From an optimization exercise on the open Yosys and OpenROAD flow, aimed at small area, a short achievable clock period and few clock cycles per item; shortcuts taken in it are not production practice. Function was checked by simulation only, so behaviour that the tests miss may differ from the original. Power is estimated from default activity; no workload was simulated.

[flow/config.mk]
export PLATFORM = sky130hd
export DESIGN_NAME = lenet_top
export DESIGN_NICKNAME = lenet_top
export VERILOG_FILES = /design/flow/design.v
export SDC_FILE = /design/flow/constraint.sdc
export NUM_CORES = 4
export LEC_CHECK = 0
export CAP_MARGIN = 20
export CORE_MARGIN = 2
export CORE_UTILIZATION = 40
export CTS_CLUSTER_DIAMETER = 80
export CTS_CLUSTER_SIZE = 25
export PLACE_DENSITY = 0.75
export SETUP_SLACK_MARGIN = 4.3
export SLEW_MARGIN = 20
[flow/constraint.sdc]
create_clock -name core_clock -period 7.0 [get_ports {clk}]
set_input_delay 1.4000 -clock core_clock [delete_from_list [all_inputs] [get_ports {clk}]]
set_output_delay 1.4000 -clock core_clock [all_outputs]
set_load 0.01 [all_outputs]
[flow/design.v]
package lenet_pkg;
    localparam int data_w      = 8;
    localparam int img_size    = 8;
    localparam int fc_in       = 16;
    localparam int num_labels  = 10;
    localparam int num_graphs  = 4;
    localparam int graph_w     = $clog2(num_graphs);
    localparam int img_words   = img_size * img_size;
    localparam int num_macs    = num_labels / 2;
    localparam int frac_bits   = 4;
    localparam int acc_w       = 2 * data_w + $clog2(fc_in);
    localparam int sat_max     = 2 ** (data_w - 1) - 1;
    localparam int addr_w        = 8;
    localparam int bias_base     = 0;
    localparam int weight_base   = num_labels;
    localparam int input_depth   = num_graphs * img_words;
    localparam int weight_depth  = weight_base + num_labels * fc_in;
    localparam int num_groups    = num_graphs + 3;
endpackage
`timescale 1ns/1ps
import lenet_pkg::*;
module byte_ram
#(
    parameter int depth = 64
)
(
    input  logic                         clk,
    input  logic                         we,
    input  logic [7:0]                   addr_lo,
    input  logic [7:0]                   addr_hi,
    input  logic [data_w-1:0]            wdata,
    output logic [depth-1:0][data_w-1:0] mem
);
    for (genvar a = 0; a < depth; a++)
    begin : g_byte
        always_ff @(posedge clk)
            if (we && addr_lo[a % 8] && addr_hi[a / 8])
                mem[a] <= wdata;
    end
endmodule
`timescale 1ns/1ps
import lenet_pkg::*;
module bank_switch
(
    input  logic                              clk,
    input  logic                              load_we,
    input  logic                              load_bank,
    input  logic [addr_w-1:0]                 load_addr,
    input  logic [data_w-1:0]                 load_data,
    output logic [num_groups-1:0]             grp_we,
    output logic [num_groups-1:0][data_w-1:0] grp_data,
    output logic [7:0]                        addr_lo,
    output logic [7:0]                        addr_hi
);
    logic [num_groups-1:0] hit;
    always_comb
    begin
        for (int g = 0; g < num_groups; g++)
            hit[g] = load_we && (load_bank == (g >= num_graphs))
                  && (load_addr[7:6] == 2'(g % num_graphs));
    end
    always_ff @(posedge clk)
    begin
        grp_we  <= hit;
        addr_lo <= 8'(1) << load_addr[2:0];
        addr_hi <= 8'(1) << load_addr[5:3];
        for (int g = 0; g < num_groups; g++)
            if (hit[g])
                grp_data[g] <= load_data;
    end
endmodule
`timescale 1ns/1ps
import lenet_pkg::*;
module layer_sequencer
(
    input  logic               clk,
    input  logic               rst,
    input  logic               start,
    input  logic [graph_w-1:0] graph,
    input  logic               load_we,
    input  logic               load_bank,
    input  logic [addr_w-1:0]  load_addr,
    output logic               stream_v,
    output logic [graph_w-1:0] rd_g,
    output logic [5:0]         rd_cnt,
    output logic               rd_v,
    output logic [5:0]         rd_k,
    output logic               rd_load,
    output logic               done
);
    typedef enum logic [1:0] {st_idle, st_replay, st_wait, st_done} state_t;
    state_t             state;
    logic [2:0]         wait_cnt;
    logic               trk_act, trk_done;
    logic [graph_w-1:0] trk_g;
    logic [5:0]         trk_exp;
    logic               is_img, s_first, s_next, s_last, fast_ok, go;
    logic               replay_end;
    assign is_img   = load_we && !load_bank;
    assign s_first  = is_img && (load_addr[5:0] == 6'd0);
    assign s_next   = is_img && trk_act && (load_addr == {trk_g, trk_exp});
    assign s_last   = s_next && (load_addr[5:0] == 6'd63);
    assign stream_v = s_first || s_next;
    assign fast_ok  = (graph == trk_g) && trk_done;
    assign go       = (state == st_idle) && start;
    assign rd_load  = go;
    assign replay_end = (state == st_replay) && (rd_cnt == 6'd63);
    always_ff @(posedge clk)
    begin
        if (rst)
        begin
            trk_act  <= 1'b0;
            trk_done <= 1'b0;
        end
        else if (go && !fast_ok)
        begin
            trk_act  <= 1'b0;
            trk_done <= 1'b0;
        end
        else if (replay_end)
        begin
            trk_done <= 1'b1;
            trk_g    <= rd_g;
        end
        else if (load_we)
        begin
            if (s_first)
            begin
                trk_act  <= 1'b1;
                trk_done <= 1'b0;
                trk_g    <= load_addr[7:6];
                trk_exp  <= 6'd1;
            end
            else if (s_next)
            begin
                trk_exp <= trk_exp + 6'd1;
                if (s_last)
                begin
                    trk_act  <= 1'b0;
                    trk_done <= 1'b1;
                end
            end
            else
            begin
                trk_act  <= 1'b0;
                trk_done <= 1'b0;
            end
        end
    end
    always_ff @(posedge clk)
    begin
        if (rst)
        begin
            state <= st_idle;
            done  <= 1'b0;
            rd_v  <= 1'b0;
        end
        else
        begin
            rd_v <= 1'b0;
            case (state)
                st_idle:
                    if (start)
                    begin
                        rd_g   <= graph;
                        rd_cnt <= 6'd0;
                        if (fast_ok)
                        begin
                            state    <= st_wait;
                            wait_cnt <= 3'd2;
                        end
                        else
                            state <= st_replay;
                    end
                st_replay:
                begin
                    rd_v   <= 1'b1;
                    rd_k   <= rd_cnt;
                    rd_cnt <= rd_cnt + 6'd1;
                    if (rd_cnt == 6'd63)
                    begin
                        state    <= st_wait;
                        wait_cnt <= 3'd4;
                    end
                end
                st_wait:
                begin
                    if (wait_cnt == 3'd0)
                    begin
                        state <= st_done;
                        done  <= 1'b1;
                    end
                    else
                        wait_cnt <= wait_cnt - 3'd1;
                end
                default:
                    if (!start)
                    begin
                        state <= st_idle;
                        done  <= 1'b0;
                    end
            endcase
        end
    end
endmodule
`timescale 1ns/1ps
import lenet_pkg::*;
module max_pool
(
    input  logic              clk,
    input  logic              in_v,
    input  logic [5:0]        in_k,
    input  logic [data_w-1:0] in_px,
    output logic [data_w-1:0] pooled,
    output logic [data_w:0]   pooled_neg,
    output logic [3:0]        pooled_idx,
    output logic              pooled_v
);
    logic signed [data_w-1:0] prev;
    logic signed [data_w-1:0] line [4];
    logic signed [data_w-1:0] x, d, pair_max, win_max;
    logic signed [data_w:0]   x_neg, prev_neg, d_neg, win_neg;
    logic                     x_ge_p, x_ge_d, p_ge_d;
    logic                     pair_end, win_end;
    assign x        = $signed(in_px);
    assign d        = line[3];
    assign x_ge_p   = (x >= prev);
    assign x_ge_d   = (x >= d);
    assign p_ge_d   = (prev >= d);
    assign pair_max = x_ge_p ? x : prev;
    assign pair_end = in_v && in_k[0];
    assign win_end  = pair_end && in_k[3];
    assign x_neg = -{x[data_w-1], x};
    always_comb
    begin
        if (x_ge_p && x_ge_d)
        begin
            win_max = x;
            win_neg = x_neg;
        end
        else if (!x_ge_p && p_ge_d)
        begin
            win_max = prev;
            win_neg = prev_neg;
        end
        else
        begin
            win_max = d;
            win_neg = d_neg;
        end
    end
    always_ff @(posedge clk)
    begin
        if (in_v)
        begin
            prev     <= x;
            prev_neg <= x_neg;
        end
        if (pair_end)
        begin
            line[0] <= pair_max;
            line[1] <= line[0];
            line[2] <= line[1];
            line[3] <= line[2];
            d_neg   <= -{line[2][data_w-1], line[2]};
        end
        if (win_end)
        begin
            pooled     <= win_max;
            pooled_neg <= win_neg;
            pooled_idx <= {in_k[5:4], in_k[2:1]};
        end
        pooled_v <= win_end;
    end
endmodule
`timescale 1ns/1ps
import lenet_pkg::*;
module fc_layer
(
    input  logic                     clk,
    input  logic [data_w-1:0]        x,         
    input  logic [data_w:0]          nx,        
    input  logic [3*data_w/2-1:0]    digits,    
    input  logic                     init,      
    input  logic                     add,       
    input  logic [data_w-1:0]        bias_lo,
    input  logic [data_w-1:0]        bias_hi,
    output logic [data_w-1:0]        score_lo,
    output logic [data_w-1:0]        score_hi
);
    localparam int pp_w   = data_w + 2;
    localparam int half_w = data_w + 4;
    logic signed [pp_w-1:0]   pp [data_w/2];
    logic signed [pp_w-1:0]   xp, xn;
    logic signed [half_w-1:0] half_a, half_b;
    assign xp = {{2{x[data_w-1]}}, x};
    assign xn = {nx[data_w], nx};
    always_comb
    begin
        for (int j = 0; j < data_w / 2; j++)
        begin
            logic neg, two, one;
            {neg, two, one} = digits[3*j +: 3];
            pp[j] = '0;
            if (one)
                pp[j] = neg ? xn : xp;
            else if (two)
                pp[j] = neg ? (xn <<< 1) : (xp <<< 1);
        end
    end
    assign half_a = half_w'(pp[0]) + (half_w'(pp[1]) <<< 2);
    assign half_b = half_w'(pp[2]) + (half_w'(pp[3]) <<< 2);
    logic signed [half_w-1:0] a_q, b_q;
    always_ff @(posedge clk)
    begin
        a_q <= half_a;
        b_q <= half_b;
    end
    logic signed [acc_w-1:0] acc_a, acc_b, sum;
    logic [acc_w-1:0] op_a, op_b, cs_s, cs_c;
    assign op_a = acc_w'(a_q);
    assign op_b = acc_w'(b_q) <<< 4;
    assign cs_s = acc_b ^ op_a ^ op_b;
    assign cs_c = ((acc_b & op_a) | (acc_b & op_b) | (op_a & op_b)) << 1;
    assign sum  = cs_s + cs_c;
    always_ff @(posedge clk)
    begin
        if (init)
        begin
            acc_a <= acc_w'($signed({bias_hi, 4'b0}));
            acc_b <= acc_w'($signed({bias_lo, 4'b0}));
        end
        else if (add)
        begin
            acc_a <= sum;
            acc_b <= acc_a;
        end
    end
    logic [data_w-1:0] clamp_lo, clamp_hi;
    result_gather u_clamp_lo (.acc(acc_b), .score(clamp_lo));
    result_gather u_clamp_hi (.acc(acc_a), .score(clamp_hi));
    always_ff @(posedge clk)
    begin
        score_lo <= clamp_lo;
        score_hi <= clamp_hi;
    end
endmodule
`timescale 1ns/1ps
import lenet_pkg::*;
module result_gather
(
    input  logic signed [acc_w-1:0] acc,
    output logic [data_w-1:0]       score
);
    always_comb
    begin
        if (acc[acc_w-1])
            score = '0;
        else if (|acc[acc_w-2:frac_bits+data_w-1])
            score = data_w'(sat_max);
        else
            score = {1'b0, acc[frac_bits+data_w-2:frac_bits]};
    end
endmodule
`timescale 1ns/1ps
import lenet_pkg::*;
module lenet_top
(
    input  logic               clk,
    input  logic               rst,
    input  logic               start,
    input  logic [graph_w-1:0] graph,
    input  logic               load_we,
    input  logic               load_bank,
    input  logic [addr_w-1:0]  load_addr,
    input  logic [data_w-1:0]  load_data,
    output logic [num_labels*data_w-1:0] result,
    output logic               done
);
    logic [num_groups-1:0]             grp_we;
    logic [num_groups-1:0][data_w-1:0] grp_data;
    logic [7:0]                        addr_lo, addr_hi;
    bank_switch u_load (
        .clk(clk), .load_we(load_we), .load_bank(load_bank),
        .load_addr(load_addr), .load_data(load_data),
        .grp_we(grp_we), .grp_data(grp_data), .addr_lo(addr_lo), .addr_hi(addr_hi)
    );
    logic [input_depth-1:0][data_w-1:0]  img;
    logic [weight_depth-1:0][data_w-1:0] wt;
    logic [num_groups*64-1:0][data_w-1:0] gmem;
    for (genvar g = 0; g < num_groups; g++)
    begin : g_ram
        byte_ram #(.depth(g < num_groups - 1 ? 64 : weight_depth - 128)) u_ram (
            .clk(clk), .we(grp_we[g]), .addr_lo(addr_lo), .addr_hi(addr_hi),
            .wdata(grp_data[g]),
            .mem(gmem[64*g +: (g < num_groups - 1 ? 64 : weight_depth - 128)])
        );
    end
    assign img = gmem[0 +: input_depth];
    assign wt  = gmem[input_depth +: weight_depth];
    logic               stream_v, rd_v;
    logic [graph_w-1:0] rd_g;
    logic [5:0]         rd_cnt, rd_k;
    logic               rd_load;
    layer_sequencer u_sequencer (
        .clk(clk), .rst(rst), .start(start), .graph(graph),
        .load_we(load_we), .load_bank(load_bank), .load_addr(load_addr),
        .stream_v(stream_v), .rd_g(rd_g), .rd_cnt(rd_cnt),
        .rd_v(rd_v), .rd_k(rd_k), .rd_load(rd_load), .done(done)
    );
    logic [data_w-1:0]       rd_px;
    logic [1:0][data_w-1:0]  rd_half;
    logic [15:0]             rd_col, rd_row;
    logic [15:0][data_w-1:0] rd_part;
    logic [1:0][data_w-1:0]  rd_sel;
    always_comb
    begin
        for (int b = 0; b < 16; b++)
        begin
            rd_part[b] = '0;
            for (int a = 0; a < 16; a++)
                rd_part[b] = rd_part[b] | (img[16 * b + a] & {data_w{rd_col[a]}});
        end
        rd_sel = '0;
        for (int b = 0; b < 16; b++)
            rd_sel[b / 8] = rd_sel[b / 8] | (rd_part[b] & {data_w{rd_row[b]}});
    end
    always_ff @(posedge clk)
    begin
        rd_half <= rd_sel;
        if (rd_load)
        begin
            rd_col <= 16'd1;
            rd_row <= 16'(1) << {graph, 2'b00};
        end
        else
        begin
            rd_col <= {rd_col[14:0], rd_col[15]};
            if (rd_col[15])
                rd_row <= {rd_row[14:0], rd_row[15]};
        end
    end
    logic              feed_v;
    logic [5:0]        feed_k;
    logic [data_w-1:0] feed_px;
    assign feed_v  = stream_v || rd_v;
    assign feed_k  = rd_v ? rd_k : load_addr[5:0];
    assign rd_px   = rd_half[0] | rd_half[1];
    assign feed_px = rd_v ? rd_px : load_data;
    logic [data_w-1:0] pooled;
    logic [data_w:0]   pooled_neg;
    logic [3:0]        pooled_idx;
    logic              pooled_v;
    max_pool u_max_pool (
        .clk(clk), .in_v(feed_v), .in_k(feed_k), .in_px(feed_px),
        .pooled(pooled), .pooled_neg(pooled_neg), .pooled_idx(pooled_idx), .pooled_v(pooled_v)
    );
    logic                               win_end;
    logic [2*fc_in-1:0]                 wsel;
    logic [num_macs-1:0][data_w-1:0]    w_sel;
    logic [num_macs-1:0][3*data_w/2-1:0] digits;
    logic                               hi_phase, add, init;
    logic                               pv1;
    assign win_end = feed_v && feed_k[0] && feed_k[3];
    always_ff @(posedge clk)
    begin
        if (feed_v && feed_k == 6'd0)
            wsel <= (2*fc_in)'(1);
        else if (win_end || hi_phase)
            wsel <= {wsel[2*fc_in-2:0], wsel[2*fc_in-1]};
        hi_phase <= win_end;
    end
    always_comb
    begin
        for (int j = 0; j < num_macs; j++)
        begin
            w_sel[j] = '0;
            for (int i = 0; i < fc_in; i++)
                w_sel[j] = w_sel[j]
                         | (wt[weight_base + fc_in * j + i] & {data_w{wsel[2*i]}})
                         | (wt[weight_base + fc_in * (j + num_macs) + i] & {data_w{wsel[2*i+1]}});
        end
    end
    always_ff @(posedge clk)
    begin
        for (int j = 0; j < num_macs; j++)
        begin
            for (int d = 0; d < data_w / 2; d++)
            begin
                logic b2, b1, b0;
                b2 = w_sel[j][2*d+1];
                b1 = w_sel[j][2*d];
                b0 = (d == 0) ? 1'b0 : w_sel[j][2*d-1];
                digits[j][3*d+2] <= b2 && !(b1 && b0);
                digits[j][3*d+1] <= (b2 && !b1 && !b0) || (!b2 && b1 && b0);
                digits[j][3*d]   <= b1 ^ b0;
            end
        end
        pv1  <= pooled_v;
        add  <= pooled_v || pv1;
        init <= feed_v && feed_k == 6'd8;
    end
    for (genvar j = 0; j < num_macs; j++)
    begin : g_mac
        fc_layer u_fc (
            .clk(clk), .x(pooled), .nx(pooled_neg), .digits(digits[j]),
            .init(init), .add(add),
            .bias_lo(wt[bias_base + j]), .bias_hi(wt[bias_base + j + num_macs]),
            .score_lo(result[data_w*j +: data_w]),
            .score_hi(result[data_w*(j+num_macs) +: data_w])
        );
    end
endmodule
[flow/run.sh]
#!/bin/bash
# synth_recipe.tcl (not shown) runs the flow's synth.tcl, then flattens the netlist and writes it again
# the make line also repeats each setting of config.mk as NAME=value (left out here)
make -C /OpenROAD-flow-scripts/flow DESIGN_CONFIG=/design/flow/config.mk WORK_HOME=/design/flow/orfs CLKGATE_MAP_FILE= SYNTH_SCRIPT=/design/flow/synth_recipe.tcl finish
==> flow_summary.ini <==
[run_status]
status = complete, no violations

[pwr]
power.internal_w = 0.0423
pwr_density_cell_nw_per_um2 = 359
p_leak_nw = 58.8
p_sw_frac = 0.345
clkPwrFrac = 0.205
max-vdd-ir-drop_v = 0.000268
p_comb_frac = 0.336
pwr-share-seq = 0.459
p_sw_w = 0.0223

[synth]
syn_area_per_cell_um2 = 16.0
syn-cell-area_um2 = 162000
synth_seq_cells = 4124
yosysSeqAreaShare = 0.742
synth_edf_count = 3737
async_flop_share = 0
yosysTopAreaCell = edfxtp_1
synthCells = 10100
synth_ff_type = edfxtp_1
yosys_warnings = 10
synth_area_leaders = edfxtp_1 69%, dfxtp_1 4.8%, a22oi_1 3.3%
ys_types = 93
synth_top_area_share = 0.694

[clock_tree]
path_clk_slew_ns = 0.10
h-tree-depth = 4
clk_latency_ns = 0.99
cts_buffers = 197
clock-sinks = 4124
clock_path_buffers = 4
root_buffer = clkbuf_16
cts_tree = yes

[global_route]
grt_start_max_net_pins = 97
track_usage = 0.226
antenna_found_initial = 35
grt_pass1_wl_mm = 678
grt_pass1_vias = 95000
overflow = 0

[finish]
fin_nets = 10500
final_util = 0.447
syn2layout_area_growth_pct = 11.3
stdcell_area_um2 = 180000
mostFrequentLayoutCells = 3737 x edfxtp_1, 691 x a22oi_1, 543 x a22o_1, 484 x a221oi_1, 442 x and3_1
drive_above_1_share = 0.135
final_common_cell = edfxtp_1

[critical_path]
critPathTopFamily = compound AO/OA/AOI/OAI gates
cp_cell_sequence = fa_1 -> ha_4 -> and3_4 -> a221oi_4 -> o32ai_4 -> a2111oi_4 -> o21ai_1 -> a32o_1
cp.required_ns = 7.75
cp_max_fo = 5
path_buf_inv = 0
critPathKind = reg2reg
cp-start-kind = flip-flop
critPathMaxStageDelay_ns = 0.59
crit_path_end_kind = flip-flop
cp.arrival_ns = 3.65
cp_slowest_cell = fa_1

[detailed_routing]
via_per_inst = 6.45
drc = 0
antenna_left = 0
first_pass_iters = 8
finalWirelength_mm = 494
routedWlPerCell_um = 31.5
dr.first_iter.drc_count = 17700
num_vias = 101000

[die]
ioPinCount = 104
fp.dieW_um = 640
start_util = 0.402
dieArea_um2 = 410000
num_rows = 233
coreArea_um2 = 403000
die_h_um = 640

[sta]
clock_skew_ns = 0.101
setup_violations = 0
fin_setup_tns_ns = 0
max_freq_ghz = 0.345
min_period_over_period = 0.414
rsz0062_at_grt = yes
relSlewSlack = 0.185
slew_violations = 0
finalHoldViolCount = 0
period_minus_slack_ns = 2.90
tightestPinTransition_ns = 1.22

[placement]
gp_congestion = 0.878
io_buffer_count = 93
place_area_um2 = 169000
hpwl_mm = 270

[job]
maxCapViolCount = 0

[worst_hold_path]
hold_path.class = reg2reg
==> per-stage QoR <==
stage	setup WS [ns]	total power (W)	hold WS (ns)	std cells
3_3_place_gp	2.05	0.0465	0.401	15100
6_report	4.10	0.0646	0.426	15700
3_5_place_dp	2.06	0.0468	0.405	15100
4_1_cts	4.11	0.0614	0.428	15500
5_1_grt	3.99	0.0666	0.437	15700
2_1_floorplan	3.63	0.0412	0.371	10100
==> power by group through the flow <==
stage / clock network, W / registers, W / logic, W
after global placement: 0 / 0.0302 / 0.0163
after global routing: 0.0140 / 0.0297 / 0.0229
final: 0.0132 / 0.0297 / 0.0217
after CTS: 0.0132 / 0.0296 / 0.0186
after floorplan: 0 / 0.0289 / 0.0124
after detailed placement: 0 / 0.0302 / 0.0166
==> what timing repair did <==
| action | 4_1_cts | 5_1_grt |
|---|---|---|
| buffers inserted | 96 | 127 |
| pin swaps | 131 | 214 |
| gates cloned | 15 | 11 |
| resized for setup | 690 | 340 |
| hold buffers | 0 | 0 |
| endpoints found under the setup margin | 502 | 325 |
==> worst register-to-register path, cell delays in order, from the launching register on <==
cell	delay (ns)
edfxtp_1	0.50
fa_1	0.59
ha_4	0.23
and3_4	0.18
a221oi_4	0.30
o32ai_4	0.17
a2111oi_4	0.36
o21ai_1	0.10
a32o_1	0.24
==> kinds of logic (layout without fill, tap and decap cells) <==
| logic type | count (synthesis) | in the layout | share of synthesized area |
|---|---|---|---|
| other cells | 1 | 32 | 0.0000232 |
| flops | 4124 | 4124 | 0.742 |
| xor+xnor | 188 | 188 | 0.0102 |
| compound gates | 2580 | 2581 | 0.124 |
| simple gates | 1886 | 1889 | 0.0633 |
| fa+ha+maj | 324 | 324 | 0.0292 |
| buf+inv | 816 | 927 | 0.0196 |
| mux | 197 | 197 | 0.0125 |
==> cell usage after synthesis, drive strengths merged (19+ instances only) <==
| cell type | number |
|---|---|
| a211oi | 27 |
| and2 | 37 |
| or4 | 32 |
| o22ai | 94 |
| o211a | 31 |
| nor3 | 167 |
| nand3 | 85 |
| nand4 | 311 |
| o31ai | 27 |
| nor4 | 39 |
| a221oi | 514 |
| edfxtp | 3737 |
| and3 | 448 |
| nor2b | 33 |
| o211ai | 24 |
| or3 | 39 |
| dfxtp | 387 |
| nand2 | 214 |
| buf | 130 |
| fa | 90 |
| clkbuf | 594 |
| a22oi | 713 |
| xor2 | 62 |
| a21oi | 166 |
| mux2 | 45 |
| a21o | 91 |
| nor2 | 406 |
| clkinv | 19 |
| inv | 73 |
| xnor2 | 126 |
| a22o | 543 |
| o21ai | 184 |
| o21a | 38 |
| ha | 234 |
| nand2b | 25 |
| mux2i | 152 |
==> flip-flops by register name (all words and copies together), names as in the netlist, 32 cells and up <==
name / count
g_ram.u_ram.mem: 3408
g_mac.u_fc.acc_a: 100
g_mac.u_fc.acc_b: 100
digits: 60
g_mac.u_fc.a_q: 60
g_mac.u_fc.b_q: 60
u_load.grp_data: 56
g_mac.u_fc.score_hi: 35
g_mac.u_fc.score_lo: 35
u_max_pool.line: 32
wsel: 32
==> final cells by class <==
| cell class | count | area (µm²) |
|---|---|---|
| clock buffers | 288 | 5340 |
| fillers | 33800 | 223000 |
| multi-input cells | 5189 | 41600 |
| clock inverters | 35 | 463 |
| diodes | 22 | 55.1 |
| repair inverters | 1 | 5.00 |
| flip-flops and latches | 4124 | 120000 |
| repair buffers | 511 | 5260 |
| well taps | 5405 | 6760 |
| inverters | 92 | 364 |
==> per-layer routing <==
metal | vias to the layer above | wire, µm | GRT usage
met5 | - | 108 | 0.000591
met4 | 6 | 28600 | 0.102
met3 | 1596 | 75500 | 0.0605
met2 | 8577 | 221000 | 0.355
met1 | 50000 | 168000 | 0.292
li1 | 41000 | - | -
==> final timing paths <==
check                                   start                                 to  slack [ns]  cells past startpoint
max          g_mac[2].u_fc.acc_b[8]$_DFFE_PP_  g_mac[2].u_fc.acc_a[19]$_DFFE_PP_        4.10                      8
min           u_max_pool.line[1][3]$_DFFE_PP_    u_max_pool.line[2][3]$_DFFE_PP_        0.43                      0
max reg2reg  g_mac[2].u_fc.acc_b[8]$_DFFE_PP_  g_mac[2].u_fc.acc_a[19]$_DFFE_PP_        4.10                      8
min reg2reg   u_max_pool.line[1][3]$_DFFE_PP_    u_max_pool.line[2][3]$_DFFE_PP_        0.43                      0
Testbench counts, summed over its fixed seeds: cycles 13,248, inferences 192.

-- afterwards: timing with drivers on the ports --
No port has a modelled driver above. Below, the same layout with a new extraction and two added sets of constraints.
Step 1: set_driving_cell puts a clkbuf_16 on clk and a buf_2 on each other input, an assumption about the parent block.
Step 2 adds t to the input delays and takes it off the output delays; t is the mean of the earliest and latest rising clock arrival at the registers after step 1. Input paths then give back, and output paths get back, about the clock's delay inside the block.
Three values: no drivers, after step 1, after step 2; two values: the first two.
shift t [ns]: 1.068
slack for setup (ns): 4.099 / 4.047 / 3.287
worst setup path after step 2: input to register
After both steps this run still meets setup and hold. The setup slack of this run moves by -0.052 ns with the drivers and by -0.812 ns with both steps.
